Context: an optimization exercise on an open-source flow, tuned for small area, a short achievable clock period and few clock cycles per item. The choices shown serve that exercise and are no tape-out recipe.
At most, simulation tests tie the RTL to the original design; equivalence was not proved.
No functional check of the RTL was part of run 1.
No activity file was given, so power comes from the tool's default toggle rates.

--- design/flow/design.v ---
`timescale 1ns / 1ps
package wsm_pkg;
  localparam int unsigned MAX_PATTERN_WORDS = 32;
  localparam int unsigned IDX_W             = $clog2(MAX_PATTERN_WORDS);
  localparam int unsigned WORD_W            = 64;
  localparam int unsigned CNT_W             = 17;
  localparam int unsigned LEN_W             = 6;
  localparam logic [CNT_W-1:0] TEXT_CAP     = 17'd65536;
  localparam int unsigned IN_FIELDS_W  = IDX_W + WORD_W;
  localparam int unsigned IN_DATA_W    = ((IN_FIELDS_W + 7) / 8) * 8;
  localparam int unsigned OUT_FIELDS_W = 1 + 3 * CNT_W;
  localparam int unsigned OUT_DATA_W   = ((OUT_FIELDS_W + 7) / 8) * 8;
  typedef enum logic [1:0] {
    OP_LOAD     = 2'd0,
    OP_TEXT     = 2'd1,
    OP_NEW_TEXT = 2'd2,
    OP_NONE     = 2'd3
  } op_t;
  typedef struct packed {
    logic shift_word;    
    logic clear_words;   
    logic rotate_pat;    
  } cell_ctrl_t;
endpackage
`timescale 1ns / 1ps
module wsm_cell (
  input  logic                       clk,
  input  logic                       load_en,    
  input  logic [wsm_pkg::WORD_W-1:0] load_code,
  input  logic                       shift,      
  input  logic [wsm_pkg::WORD_W-1:0] word_in,
  input  logic [wsm_pkg::WORD_W-1:0] newest,
  output logic [wsm_pkg::WORD_W-1:0] word_out,
  output logic                       eq
);
  logic [wsm_pkg::WORD_W-1:0] word_r;
  logic [wsm_pkg::WORD_W-1:0] pat_r;
  always_ff @(posedge clk) begin
    if (shift) begin
      word_r <= word_in;
    end
  end
  always_ff @(posedge clk) begin
    if (load_en) begin
      pat_r <= load_code;
    end
  end
  assign eq       = (newest == pat_r);
  assign word_out = word_r;
endmodule
`timescale 1ns / 1ps
module word_sequence_matcher_unit (
  input  logic                           clk,
  input  logic                           rst_n,
  input  logic                           in_tvalid,
  output logic                           in_tready,
  input  logic [wsm_pkg::IN_DATA_W-1:0]  in_tdata,
  input  logic [1:0]                     in_tuser,
  output logic                           out_tvalid,
  input  logic                           out_tready,
  output logic [wsm_pkg::OUT_DATA_W-1:0] out_tdata,
  input  logic                           cfg_wr_en,
  input  logic [wsm_pkg::LEN_W-1:0]      cfg_wr_data
);
  localparam int unsigned N  = wsm_pkg::MAX_PATTERN_WORDS;
  localparam int unsigned IW = wsm_pkg::IDX_W;
  localparam int unsigned WW = wsm_pkg::WORD_W;
  localparam int unsigned CW = wsm_pkg::CNT_W;
  wsm_pkg::op_t          in_op;
  logic [IW-1:0]         in_idx;
  logic [WW-1:0]         in_code;
  logic                  in_acc;
  logic                  acc_text;
  logic                  acc_load;
  logic                  acc_new;
  logic [IW-1:0]         len_m1_r;
  logic [IW-1:0]         cfg_len_m1;
  logic [CW-1:0]         pos_r;
  logic [CW-1:0]         pos_nxt;
  logic [CW-1:0]         cnt_r;
  logic [CW-1:0]         cnt_nxt;
  logic [N-1:0]          pre_r;
  logic [N-1:0]          pre_nxt;
  logic                  stale_r;
  logic                  redo_r;
  logic [IW-1:0]         redo_cnt_r;
  logic                  redo_start;
  logic                  turn;
  logic                  b_valid_r;
  logic                  b_text_r;
  logic                  b_new_r;
  logic [IW-1:0]         b_len_m1_r;
  logic [CW-1:0]         b_pos_r;
  logic                  b_wait;
  logic                  b_go;
  logic                  c_valid_r;
  logic                  c_text_r;
  logic                  c_new_r;
  logic [IW-1:0]         c_len_m1_r;
  logic [CW-1:0]         c_pos_r;
  logic                  c_go;
  logic                  out_valid_r;
  logic [wsm_pkg::OUT_FIELDS_W-1:0] out_data_r;
  logic [WW-1:0]         word_link [N];
  logic [WW-1:0]         ring_in;
  logic [N-1:0]          cell_eq;
  logic                  hit;
  logic [CW-1:0]         start;
  assign in_op   = wsm_pkg::op_t'(in_tuser);
  assign in_idx  = in_tdata[IW-1:0];
  assign in_code = in_tdata[IW+WW-1:IW];
  assign b_wait    = b_text_r && (stale_r || redo_r);
  assign c_go      = c_valid_r && (!out_valid_r || out_tready);
  assign b_go      = b_valid_r && !b_wait && (!c_valid_r || c_go);
  assign in_tready = !b_valid_r || b_go;
  assign in_acc    = in_tvalid && in_tready;
  assign acc_text  = in_acc && (in_op == wsm_pkg::OP_TEXT);
  assign acc_load  = in_acc && (in_op == wsm_pkg::OP_LOAD);
  assign acc_new   = in_acc && (in_op == wsm_pkg::OP_NEW_TEXT);
  always_comb begin
    priority if (cfg_wr_data == '0) begin
      cfg_len_m1 = '0;
    end else if (cfg_wr_data >= wsm_pkg::LEN_W'(N)) begin
      cfg_len_m1 = IW'(N - 1);
    end else begin
      cfg_len_m1 = IW'(cfg_wr_data - 1'b1);
    end
  end
  always_ff @(posedge clk) begin
    if (!rst_n) begin
      len_m1_r <= '0;
    end else if (cfg_wr_en) begin
      len_m1_r <= cfg_len_m1;
    end
  end
  assign redo_start = b_text_r && stale_r && !redo_r && !c_valid_r;
  assign turn       = redo_start || redo_r;
  assign ring_in    = turn ? word_link[N-1] : in_code;
  for (genvar k = 0; k < N; k++) begin : g_cell
    wsm_cell u_cell (
      .clk       (clk),
      .load_en   (acc_load && (in_idx == IW'(k))),
      .load_code (in_code),
      .shift     (acc_text || turn),
      .word_in   ((k == 0) ? ring_in : word_link[(k + N - 1) % N]),
      .newest    (word_link[0]),
      .word_out  (word_link[k]),
      .eq        (cell_eq[k])
    );
  end
  always_ff @(posedge clk) begin
    if (!rst_n) begin
      stale_r    <= 1'b0;
      redo_r     <= 1'b0;
      redo_cnt_r <= '0;
    end else begin
      if (redo_start) begin
        redo_r     <= 1'b1;
        redo_cnt_r <= IW'(N - 1);
      end else if (redo_r) begin
        redo_cnt_r <= redo_cnt_r - 1'b1;
        if (redo_cnt_r == IW'(1)) begin
          redo_r  <= 1'b0;
          stale_r <= 1'b0;
        end
      end
      if (acc_load && (pos_r != '0)) begin
        stale_r <= 1'b1;
      end else if (acc_new) begin
        stale_r <= 1'b0;
      end
    end
  end
  assign pre_nxt = {pre_r[N-2:0], 1'b1} & cell_eq;
  always_ff @(posedge clk) begin
    if (redo_start) begin
      pre_r <= '0;
    end else if (redo_r || (b_go && b_text_r)) begin
      pre_r <= pre_nxt;
    end
  end
  always_comb begin
    pos_nxt = pos_r;
    if (acc_text && (pos_r < wsm_pkg::TEXT_CAP)) begin
      pos_nxt = pos_r + 1'b1;
    end else if (acc_new) begin
      pos_nxt = '0;
    end
  end
  always_ff @(posedge clk) begin
    if (!rst_n) begin
      pos_r <= '0;
    end else begin
      pos_r <= pos_nxt;
    end
  end
  always_ff @(posedge clk) begin
    if (!rst_n) begin
      b_valid_r <= 1'b0;
      b_text_r  <= 1'b0;
    end else if (in_acc) begin
      b_valid_r <= 1'b1;
      b_text_r  <= (in_op == wsm_pkg::OP_TEXT);
    end else if (b_go) begin
      b_valid_r <= 1'b0;
      b_text_r  <= 1'b0;
    end
  end
  always_ff @(posedge clk) begin
    if (in_acc) begin
      b_new_r    <= (in_op == wsm_pkg::OP_NEW_TEXT);
      b_len_m1_r <= len_m1_r;
      b_pos_r    <= pos_nxt;
    end
  end
  always_ff @(posedge clk) begin
    if (!rst_n) begin
      c_valid_r <= 1'b0;
    end else if (b_go) begin
      c_valid_r <= 1'b1;
    end else if (c_go) begin
      c_valid_r <= 1'b0;
    end
  end
  always_ff @(posedge clk) begin
    if (b_go) begin
      c_text_r   <= b_text_r;
      c_new_r    <= b_new_r;
      c_len_m1_r <= b_len_m1_r;
      c_pos_r    <= b_pos_r;
    end
  end
  always_comb begin
    hit   = c_text_r && pre_r[c_len_m1_r] && (c_pos_r > CW'(c_len_m1_r));
    start = hit ? (c_pos_r - CW'(c_len_m1_r)) : '0;
  end
  always_comb begin
    cnt_nxt = cnt_r;
    if (c_new_r) begin
      cnt_nxt = '0;
    end else if (hit && (cnt_r < wsm_pkg::TEXT_CAP)) begin
      cnt_nxt = cnt_r + 1'b1;
    end
  end
  always_ff @(posedge clk) begin
    if (!rst_n) begin
      cnt_r <= '0;
    end else if (c_go) begin
      cnt_r <= cnt_nxt;
    end
  end
  always_ff @(posedge clk) begin
    if (!rst_n) begin
      out_valid_r <= 1'b0;
    end else if (c_go) begin
      out_valid_r <= 1'b1;
    end else if (out_tready) begin
      out_valid_r <= 1'b0;
    end
  end
  always_ff @(posedge clk) begin
    if (c_go) begin
      out_data_r <= {c_pos_r, cnt_nxt, start, hit};
    end
  end
  assign out_tvalid = out_valid_r;
  assign out_tdata  = {{(wsm_pkg::OUT_DATA_W - wsm_pkg::OUT_FIELDS_W){1'b0}}, out_data_r};
endmodule
--- design/flow/run.sh ---
#!/bin/bash
# synth_recipe.tcl (not shown) runs the flow's synth.tcl, then flattens the netlist and writes it again
# the make line also repeats each setting of config.mk as NAME=value (left out here)
make -C /OpenROAD-flow-scripts/flow DESIGN_CONFIG=/design/flow/config.mk WORK_HOME=/design/flow/orfs CLKGATE_MAP_FILE= SYNTH_SCRIPT=/design/flow/synth_recipe.tcl finish
--- design/flow/config.mk ---
export PLATFORM = sky130hd
export DESIGN_NAME = word_sequence_matcher_unit
export DESIGN_NICKNAME = word_sequence_matcher_unit
export VERILOG_FILES = /design/flow/design.v
export SDC_FILE = /design/flow/constraint.sdc
export NUM_CORES = 4
export LEC_CHECK = 0
export CAP_MARGIN = 20
export CORE_MARGIN = 2
export CORE_UTILIZATION = 40
export SLEW_MARGIN = 20
--- design/flow/constraint.sdc ---
create_clock -name core_clock -period 5.0 [get_ports {clk}]
set_input_delay 1.0000 -clock core_clock [delete_from_list [all_inputs] [get_ports {clk}]]
set_output_delay 1.0000 -clock core_clock [all_outputs]
set_load 0.01 [all_outputs]
==> results of run 1 <==
-- synthesized netlist by cell type (20+ instances only) --
master / instances
a21oi_1: 70
a221oi_1: 85
a22o_1: 64
and2_1: 20
buf_1: 102
clkbuf_1: 181
clkinv_1: 21
dfxtp_1: 82
edfxtp_1: 4195
inv_1: 182
mux2_2: 65
mux2i_1: 21
nand2_1: 119
nand2b_1: 21
nand3_1: 71
nand4_1: 277
nor2_1: 101
nor3_1: 40
nor4_1: 310
o21ai_0: 40
o22ai_1: 157
o2bb2ai_1: 80
xnor2_1: 781
xor2_1: 804
-- cells in the final DEF, fill, tap and decap left out, drive strengths merged, types with 70 or more instances in the layout --
cell / netlist / final
a21oi: 70 / 70
a221oi: 85 / 85
buf: 115 / 552
clkbuf: 181 / 513
clkdlybuf4s50: 0 / 71
clkinv: 21 / 209
dfxtp: 82 / 82
diode: 0 / 80
edfxtp: 4195 / 4195
inv: 184 / 195
nand2: 119 / 119
nand3: 71 / 71
nand4: 277 / 277
nor2: 101 / 101
nor4: 310 / 310
o22ai: 157 / 157
o2bb2ai: 80 / 80
xnor2: 781 / 781
xor2: 804 / 804
-- power groups by stage --
stage | Combinational, mW | Sequential, mW | Clock [mW]
final | 2.81 | 40.1 | 31.2
after global routing | 2.74 | 40.1 | 32.9
after CTS | 2.67 | 40.1 | 31.6
after detailed placement | 2.66 | 40.9 | 0
after global placement | 2.63 | 40.9 | 0
after floorplan | 0.887 | 41.0 | 0
-- through the flow --
step | instance area [um^2] | power [mW] | hold slack, ns | setup WS [ns] | utilization [%]
6_report | 180700 | 74.16 | 0.1976 | 1.034 | 46.81
5_1_grt | 180500 | 75.81 | 0.1932 | 0.9575 | 46.76
4_1_cts | 180500 | 74.37 | 0.1553 | 1.024 | 46.76
3_5_place_dp | 166900 | 43.54 | 0.4045 | 1.080 | 43.25
3_3_place_gp | 166900 | 43.50 | 0.4002 | 1.083 | 43.23
2_1_floorplan | 155100 | 41.88 | 0.4003 | -5.778 | -
-- per-layer routing --
metal  share of wire (%)  global-route usage [%]  vias to the layer above
li1                    -                       -                    33076
met2                  43                   37.42                     7336
met5               0.023                       0                        -
met1                  37                   35.64                    44095
met4                 6.3                   14.02                       12
met3                  14                   6.867                     1594
-- registers in the layout (all words and copies together), names as in the netlist, 5 cells and up --
signal and cells:
redo_cnt_r 5, b_pos_r 17, cnt_r 17, pos_r 17
g_cell.u_cell.pat_r 2048, c_pos_r 17, pre_r 32, out_data_r 52
g_cell.u_cell.word_r 2048, b_len_m1_r 5, c_len_m1_r 5, len_m1_r 5
-- cells by family (layout without fill, tap and decap cells) --
logic type               count (synthesis)  in the layout  synth area share [%]
buffers and inverters                  501           1594                 1.249
multiplexers                            89             89                0.6365
adder cells (fa/ha/maj)                 13             13                0.1097
XOR/XNOR                              1585           1585                 8.951
flip-flops                            4277           4277                 82.28
other                                    1             84              0.002418
AO/OA/AOI/OAI                          623            623                 2.966
AND/OR/NAND/NOR                       1038           1038                 3.804
-- layout make-up --
class,instances,area share [%]
Sequential cell,4277,70.62
Multi-Input combinational cell,3352,14.32
Clock buffer,513,6.078
Tap cell,5175,3.583
Timing Repair Buffer,623,3.433
Clock inverter,253,1.424
Inverter,205,0.4293
Antenna cell,80,0.1108
-- worst paths after layout --
path | from | end | slack, ns
min reg2reg | g_cell[23].u_cell.word_r[25]$_DFFE_PP_ | g_cell[24].u_cell.word_r[25]$_DFFE_PP_ | 0.33
max | c_len_m1_r[0]$_DFFE_PP_ | cnt_r[3]$_SDFFE_PN0P_ | 1.03
max reg2reg | c_len_m1_r[0]$_DFFE_PP_ | cnt_r[3]$_SDFFE_PN0P_ | 1.03
min | in_tdata[32] | g_cell[14].u_cell.pat_r[27]$_DFFE_PP_ | 0.20
==> flow_metrics.tcl, run 1 <==
set metrics [dict create \
    synth_top_area_share_pct 81.22 \
    drive_gt1_share_pct 13.80 \
    antenna_found_initial 97 \
    drtPass1Iterations 8 \
    p_sw_share_pct 21.63 \
    ant_nets 1 \
    p_seq_share_pct 54.1 \
    die_area_um2 392700 \
    slew_headroom_pct 15.07 \
    multi_input_area_um2 25870 \
    async_reset_ff_share_pct 0 \
    regArea_um2 127600 \
    worstPathMaxFanout 27 \
    crit_arrival_ns 4.82 \
    maxCapViolations 0 \
    critical_path.most_common_cell "buf_4" \
    hold_path_class "in -> reg" \
    p_leak_nw 57.48 \
    status "finished with violations" \
    min_period_over_period_pct 79.32 \
    seq_area_frac_synth_pct 82.28 \
    clock_latency_ns 1.01 \
    r2r_cells 10 \
    synth_seq_cells 4277 \
    end_kind "register" \
    syn2layout_area_growth_pct 16.51 \
    ir_worst_vdd_uv 329.4 \
    clockBufferDepth 4 \
    wire_per_inst_um 35.89 \
    slowest_stage "edfxtp_1" \
    cts_setup_buffers 0 \
    worstPathCellList "buf_4 > mux2i_1 > a22oi_1 > nand2_1 > o21ai_1 > buf_4 > o21ai_4 > buf_4 > or4_1 > a31oi_1" \
    criticalPathCategory "reg -> reg" \
    viasPerCell 5.948 \
    cp_top_family "compound AO/OA/AOI/OAI gates" \
    post-route-drc-count 0 \
    synth_edf_count 4195 \
    power_frac_comb_pct 3.8 \
    required_ns 5.85 \
    cts_hold_buffers 0 \
    grt_pass1_vias 78591 \
    max_freq_mhz 252.1 \
    fp-row-count 228 \
    cts_max_level 5 \
    fin_skew_ns 0.1244 \
    wl_um 519500 \
    grt-ovfl-total 0 \
    grt_max_degree 103 \
    dp_cells 13632 \
    dpl.hpwl_um 314100 \
    ys.flop_type "edfxtp_1" \
    clkSinkCount 4277 \
    rsz0062_at_grt "no" \
    netlist_instances 8127 \
    clkPwrFrac_pct 42.1 \
    yosys_warnings 3 \
    setup_tns_ns 0 \
    fin_cells 14478 \
    yosys-top-cells-area "edfxtp_1 81%, xor2_1 4.5%, xnor2_1 4.4%" \
    place_congestion 1.003 \
    synth.distinct_cells 71 \
    grt_first_pass_wirelength_um 683800 \
    io_pins 143 \
    cts_resized 0 \
    die_width_um 626.7 \
    start_kind "register" \
    period_minus_slack_ns 3.966 \
    vias 86113 \
    slew_viol_final 0 \
    power_density_nw_per_um2 410.4 \
    root_buffer "clkbuf_16" \
    start_util_pct 40.18 \
    fp.dieH_um 626.7 \
    nNetsFinal 8977 \
    hold_violations 0 \
    path_depth 10 \
    syn_avg_cell_area_um2 19.08 \
    numCtsBuffers 420 \
    p_int_mw 58.12 \
    setup_viol 0 \
    slowest_delay_ns 0.90 \
    yosysTopAreaCell "edfxtp_1" \
    tightest_slew_ns 1.274 \
    path_clk_slew_ns 0.06 \
    cts_tree "done" \
    core-area_um2 386000 \
    nFillCells 31997 \
    syn-cell-area_um2 155100 \
    io_buffers 135 \
    worst-path-buf-inv 3 \
    grtUsageTotal_pct 25.87 \
    drtIter0Drc 17633 \
    failed_checks "antenna violations" \
    worst_hold_path.num_cells 1 \
    p_sw_mw 16.04 \
]
==> inputs of run 2 (changes only) <==
--- a/design/flow/design.v
+++ b/design/flow/design.v
@@ -94,12 +94,21 @@
   logic                  b_wait;
   logic                  b_go;
   logic                  c_valid_r;
-  logic                  c_text_r;
   logic                  c_new_r;
-  logic [IW-1:0]         c_len_m1_r;
+  logic [N-1:0]          c_pick_r;
+  logic [CW-1:0]         c_start_r;
   logic [CW-1:0]         c_pos_r;
   logic                  c_go;
   logic                  out_valid_r;
+  logic                  out_valid_nxt;
+  logic                  b_valid_nxt;
+  logic                  b_text_nxt;
+  logic                  c_valid_nxt;
+  logic                  stale_nxt;
+  logic                  redo_nxt;
+  logic                  b_wait_nxt;
+  logic                  rdy_any_r;
+  logic                  rdy_out_r;
   logic [wsm_pkg::OUT_FIELDS_W-1:0] out_data_r;
   logic [WW-1:0]         word_link [N];
   logic [WW-1:0]         ring_in;
@@ -112,7 +121,7 @@
   assign b_wait    = b_text_r && (stale_r || redo_r);
   assign c_go      = c_valid_r && (!out_valid_r || out_tready);
   assign b_go      = b_valid_r && !b_wait && (!c_valid_r || c_go);
-  assign in_tready = !b_valid_r || b_go;
+  assign in_tready = rdy_any_r || (rdy_out_r && out_tready);
   assign in_acc    = in_tvalid && in_tready;
   assign acc_text  = in_acc && (in_op == wsm_pkg::OP_TEXT);
   assign acc_load  = in_acc && (in_op == wsm_pkg::OP_LOAD);
@@ -148,26 +157,33 @@
       .eq        (cell_eq[k])
     );
   end
+  always_comb begin
+    stale_nxt = stale_r;
+    redo_nxt  = redo_r;
+    if (redo_start) begin
+      redo_nxt = 1'b1;
+    end else if (redo_r && (redo_cnt_r == IW'(1))) begin
+      redo_nxt  = 1'b0;
+      stale_nxt = 1'b0;
+    end
+    if (acc_load && (pos_r != '0)) begin
+      stale_nxt = 1'b1;
+    end else if (acc_new) begin
+      stale_nxt = 1'b0;
+    end
+  end
   always_ff @(posedge clk) begin
     if (!rst_n) begin
       stale_r    <= 1'b0;
       redo_r     <= 1'b0;
       redo_cnt_r <= '0;
     end else begin
+      stale_r <= stale_nxt;
+      redo_r  <= redo_nxt;
       if (redo_start) begin
-        redo_r     <= 1'b1;
         redo_cnt_r <= IW'(N - 1);
       end else if (redo_r) begin
         redo_cnt_r <= redo_cnt_r - 1'b1;
-        if (redo_cnt_r == IW'(1)) begin
-          redo_r  <= 1'b0;
-          stale_r <= 1'b0;
-        end
-      end
-      if (acc_load && (pos_r != '0)) begin
-        stale_r <= 1'b1;
-      end else if (acc_new) begin
-        stale_r <= 1'b0;
       end
     end
   end
@@ -194,16 +210,24 @@
       pos_r <= pos_nxt;
     end
   end
+  always_comb begin
+    b_valid_nxt = b_valid_r;
+    b_text_nxt  = b_text_r;
+    if (in_acc) begin
+      b_valid_nxt = 1'b1;
+      b_text_nxt  = (in_op == wsm_pkg::OP_TEXT);
+    end else if (b_go) begin
+      b_valid_nxt = 1'b0;
+      b_text_nxt  = 1'b0;
+    end
+  end
   always_ff @(posedge clk) begin
     if (!rst_n) begin
       b_valid_r <= 1'b0;
       b_text_r  <= 1'b0;
-    end else if (in_acc) begin
-      b_valid_r <= 1'b1;
-      b_text_r  <= (in_op == wsm_pkg::OP_TEXT);
-    end else if (b_go) begin
-      b_valid_r <= 1'b0;
-      b_text_r  <= 1'b0;
+    end else begin
+      b_valid_r <= b_valid_nxt;
+      b_text_r  <= b_text_nxt;
     end
   end
   always_ff @(posedge clk) begin
@@ -213,26 +237,32 @@
       b_pos_r    <= pos_nxt;
     end
   end
+  always_comb begin
+    c_valid_nxt = c_valid_r;
+    if (b_go) begin
+      c_valid_nxt = 1'b1;
+    end else if (c_go) begin
+      c_valid_nxt = 1'b0;
+    end
+  end
   always_ff @(posedge clk) begin
     if (!rst_n) begin
       c_valid_r <= 1'b0;
-    end else if (b_go) begin
-      c_valid_r <= 1'b1;
-    end else if (c_go) begin
-      c_valid_r <= 1'b0;
+    end else begin
+      c_valid_r <= c_valid_nxt;
     end
   end
   always_ff @(posedge clk) begin
     if (b_go) begin
-      c_text_r   <= b_text_r;
-      c_new_r    <= b_new_r;
-      c_len_m1_r <= b_len_m1_r;
-      c_pos_r    <= b_pos_r;
-    end
-  end
-  always_comb begin
-    hit   = c_text_r && pre_r[c_len_m1_r] && (c_pos_r > CW'(c_len_m1_r));
-    start = hit ? (c_pos_r - CW'(c_len_m1_r)) : '0;
+      c_new_r   <= b_new_r;
+      c_pick_r  <= (b_text_r && (b_pos_r > CW'(b_len_m1_r))) ? (N'(1) << b_len_m1_r) : '0;
+      c_start_r <= b_pos_r - CW'(b_len_m1_r);
+      c_pos_r   <= b_pos_r;
+    end
+  end
+  always_comb begin
+    hit   = |(pre_r & c_pick_r);
+    start = hit ? c_start_r : '0;
   end
   always_comb begin
     cnt_nxt = cnt_r;
@@ -249,13 +279,29 @@
       cnt_r <= cnt_nxt;
     end
   end
+  always_comb begin
+    out_valid_nxt = out_valid_r;
+    if (c_go) begin
+      out_valid_nxt = 1'b1;
+    end else if (out_tready) begin
+      out_valid_nxt = 1'b0;
+    end
+  end
   always_ff @(posedge clk) begin
     if (!rst_n) begin
       out_valid_r <= 1'b0;
-    end else if (c_go) begin
-      out_valid_r <= 1'b1;
-    end else if (out_tready) begin
-      out_valid_r <= 1'b0;
+    end else begin
+      out_valid_r <= out_valid_nxt;
+    end
+  end
+  assign b_wait_nxt = b_text_nxt && (stale_nxt || redo_nxt);
+  always_ff @(posedge clk) begin
+    if (!rst_n) begin
+      rdy_any_r <= 1'b1;
+      rdy_out_r <= 1'b1;
+    end else begin
+      rdy_any_r <= !b_valid_nxt || (!b_wait_nxt && (!c_valid_nxt || !out_valid_nxt));
+      rdy_out_r <= !b_wait_nxt;
     end
   end
   always_ff @(posedge clk) begin
--- a/design/flow/config.mk
+++ b/design/flow/config.mk
@@ -5,7 +5,12 @@
 export SDC_FILE = /design/flow/constraint.sdc
 export NUM_CORES = 4
 export LEC_CHECK = 0
+export ABC_CLOCK_PERIOD_IN_PS = 2400
 export CAP_MARGIN = 20
 export CORE_MARGIN = 2
-export CORE_UTILIZATION = 40
+export CORE_UTILIZATION = 60
+export CTS_CLUSTER_DIAMETER = 50
+export CTS_CLUSTER_SIZE = 20
+export PLACE_DENSITY = 0.72
+export SETUP_SLACK_MARGIN = 2.6
 export SLEW_MARGIN = 20
==> run 2 against run 1 <==
The run now finishes clean. Critical path depth fell by 3. Combinational power rose by 11%. Setup slack gained 1.3 ns. Power fell by 0.79%. Clock-buffer cell count is 132 lower. Cell area is 2.1% higher. Core utilization up 24 points. Area after synthesis grew 1.3%. Non-clock buffer count is 254 higher. Register-to-register slack better by 1.3 ns. First-iteration DRC count increased by 17%. Hold slack improved by 0.14 ns. Critical path type unchanged. Critical endpoint is now pre_r[10]$_SDFFE_PP0P_. Highest routed layer unchanged.
==> flow_metrics.tcl, run 2 <==
set metrics [dict create \
    crit_arrival_ns 3.52 \
    largest_registers "g_cell.u_cell.pat_r (2048), g_cell.u_cell.word_r (2048), out_data_r (52)" \
    clock_latency_ns 1.00 \
    timing.rr.start "g_cell[0].u_cell.word_r[54]$_DFFE_PP_" \
    syn2layout_area_growth_pct 17.41 \
    vias 91577 \
    clkSinkCount 4322 \
    p_leak_nw 60.03 \
    grtUsageTotal_pct 39.17 \
    p_sw_share_pct 23.30 \
    seq_area_frac_synth_pct 82.04 \
    p_int_mw 56.43 \
    end_kind "register" \
    status "timing/DRC/antenna clean" \
    start_util_pct 60.46 \
    die_width_um 515.8 \
    max_freq_mhz 378.8 \
    fin_skew_ns 0.06472 \
    ir_worst_vdd_uv 444.1 \
    synth_seq_cells 4322 \
    met2WireLength_um 222400 \
    ys.flop_type "edfxtp_1" \
    wl_um 537900 \
    cts_max_level 5 \
    fin_cells 13202 \
    yosys_warnings 3 \
    tightest_slew_ns 1.266 \
    rrSetupSlack_ns 2.36 \
    path_clk_slew_ns 0.09 \
    period_minus_slack_ns 2.640 \
    power_frac_comb_pct 4.2 \
    fp.dieH_um 515.8 \
    r2r-end "pre_r[10]$_SDFFE_PP0P_" \
    synth.distinct_cells 72 \
    wire_per_inst_um 40.74 \
    async_reset_ff_share_pct 0 \
    cts_tree "done" \
    post-route-drc-count 0 \
    p_sw_mw 17.14 \
    start_kind "register" \
    r2r_cells 7 \
    clockBufferDepth 4 \
    slew_headroom_pct 15.59 \
    rsz0062_at_grt "yes" \
    die_area_um2 266100 \
    met1_length_um 169500 \
    grt_pass1_vias 82139 \
    synth.most_common_cell "edfxtp_1" \
    numCtsBuffers 355 \
    syn_avg_cell_area_um2 18.82 \
    place_area_um2 165300 \
    required_ns 5.88 \
    hold_violations 0 \
    synth_edf_count 4238 \
    drtPass1Iterations 7 \
    viasPerCell 6.937 \
    power_density_nw_per_um2 398.7 \
    synth_top_area_share_pct 80.97 \
    place_congestion 0.9931 \
    p_seq_share_pct 55.0 \
    dpl.hpwl_um 267300 \
    netlist_instances 8351 \
    criticalPathCategory "reg -> reg" \
    clkPwrFrac_pct 40.7 \
    drive_gt1_share_pct 17.87 \
    grt_first_pass_wirelength_um 691900 \
    setup_tns_ns 0 \
    dp_cells 12017 \
    grt-ovfl-total 0 \
    route.met3.wl_um 95120 \
    finalPower_mw 73.57 \
    grt_max_degree 147 \
    final_common_cell "edfxtp_1" \
    fp-row-count 187 \
    io_buffers 135 \
    syn-cell-area_um2 157200 \
    design_area_um2 184500 \
    critPathCapture "pre_r[10]$_SDFFE_PP0P_" \
    drtIter0Drc 20704 \
    core-area_um2 259900 \
    top_layer_used "met5" \
    slew_viol_final 0 \
    io_pins 143 \
    ys_top_cells_by_count "4238 x edfxtp_1, 887 x xnor2_1, 781 x xor2_1, 330 x nand2_1, 300 x nor4_1" \
    hold_path_class "in -> reg" \
    antenna_found_initial 95 \
    maxCapViolations 0 \
    final_cell_mix "4238 x edfxtp_1, 879 x xnor2_1, 779 x xor2_1, 500 x buf_4, 380 x clkbuf_16" \
    yosys-top-cells-area "edfxtp_1 81%, xnor2_1 4.9%, xor2_1 4.4%" \
    ant_nets 0 \
    critPathLaunch "g_cell[0].u_cell.word_r[54]$_DFFE_PP_" \
    min_period_over_period_pct 52.79 \
    yosysTopAreaCell "edfxtp_1" \
    nNetsFinal 9391 \
    root_buffer "clkbuf_16" \
    worstPathMaxFanout 16 \
    setup_viol 0 \
]
run 2: cell type report:
type | instances | area (um^2)
fillers | 15295 | 75420
well taps | 3496 | 4374
inverters | 191 | 872.1
multi-input cells | 3544 | 27350
clock buffers | 381 | 9076
repair buffers | 877 | 10320
repair inverters | 2 | 15.01
clock inverters | 259 | 3233
flip-flops and latches | 4322 | 129000
diodes | 130 | 325.3
run 2: power groups by stage:
| stage | logic (mW) | clock network (mW) | registers [mW] |
|---|---|---|---|
| 2_1_floorplan | 0.893 | 0 | 41.4 |
| 6_report | 3.11 | 30.0 | 40.5 |
| 5_1_grt | 2.98 | 31.2 | 40.5 |
| 4_1_cts | 2.70 | 29.8 | 40.5 |
| 3_3_place_gp | 2.41 | 0 | 41.3 |
| 3_5_place_dp | 2.45 | 0 | 41.3 |
run 2: worst max-delay path, stage by stage, from the launching register on:
cell      delay (ns)
edfxtp_1        0.42
buf_4           0.24
clkbuf_8        0.54
xnor2_1         0.18
nand4_1         0.10
nor4_1          0.49
nand4_1         0.29
o21ai_0         0.27
run 2: routing by layer:
| metal | vias to the layer above | track usage, % |
|---|---|---|
| met4 | 40 | 28.05 |
| met5 | - | 0.3288 |
| met2 | 9988 | 54.33 |
| met1 | 44721 | 50.97 |
| met3 | 2786 | 14.69 |
| li1 | 34042 | - |
run 2: how the worst min path moves through the flow:
stage	start	to	slack, ns	cells past startpoint
2_1_floorplan	b_new_r$_DFFE_PP_	c_new_r$_DFFE_PP_	0.40	0
3_3_place_gp	g_cell[11].u_cell.word_r[49]$_DFFE_PP_	g_cell[12].u_cell.word_r[49]$_DFFE_PP_	0.40	0
3_5_place_dp	g_cell[9].u_cell.word_r[24]$_DFFE_PP_	g_cell[10].u_cell.word_r[24]$_DFFE_PP_	0.40	0
4_1_cts	in_tdata[32]	g_cell[27].u_cell.pat_r[27]$_DFFE_PP_	0.30	1
5_1_grt	in_tdata[32]	g_cell[27].u_cell.pat_r[27]$_DFFE_PP_	0.33	1
6_report	in_tdata[32]	g_cell[27].u_cell.pat_r[27]$_DFFE_PP_	0.34	1
run 2: metrics by stage:
step	hold slack (ns)	worst slack [ns]	utilization, %
after floorplan	0.4003	-4.830	-
after global placement	0.4001	1.109	63.56
after detailed placement	0.4045	1.054	63.59
after CTS	0.3035	2.379	69.70
after global routing	0.3300	2.397	70.87
final	0.3417	2.360	70.99
run 2: cells by family (layout without fill, tap and decap cells):
kind of cell	Yosys count	in the layout	synth area share, %
flops	4322	4322	82.04
xor+xnor	1668	1668	9.295
simple gates	1278	1281	4.355
compound gates	563	564	2.724
buf+inv	492	1710	1.387
mux	14	14	0.08916
fa+ha+maj	13	13	0.1083
other cells	1	134	0.002386
run 2: timing repair:
item	4_1_cts	5_1_grt
resized for setup	463	237
setup endpoints to repair	4263	2223
setup buffers	200	167
pin swaps	44	70
gates cloned	28	20
hold buffers	0	0
endpoints found under the hold margin	0	0
Testbench counts of run 2, summed over its fixed seeds: cycles 37,734, items 37,710.

-- re-timing with driven ports --
In the flow no input, the clock included, has a driving cell. The finished layouts below were timed again as built, in two steps. Step 1 (the two cells are an assumption about what drives the block):
set clk [get_ports {clk}]
set_driving_cell -lib_cell sky130_fd_sc_hd__clkbuf_16 $clk
set_driving_cell -lib_cell sky130_fd_sc_hd__buf_2 [delete_from_list [all_inputs] $clk]
Step 2 moves the port delays by t, midway between the first and last clock arrival at a register: inputs arrive t later, outputs are due t later. That takes back most of the time a late clock gives input paths. Three values: no drivers, after step 1, after step 2; two values: the first two.
| run | t, ns | setup slack, ns | worst setup path after step 2 | cell pins on the clock port's net |
|---|---|---|---|---|
| run 1 | 1.075 | 1.034 / 1.034 / 0.971 | input to register | 1 |
| run 2 | 1.070 | 2.360 / 2.272 / 1.578 | input to register | 1 |
The setup slack of run 2, which loses most, moves by -0.088 ns with the drivers and by -0.782 ns with both steps.
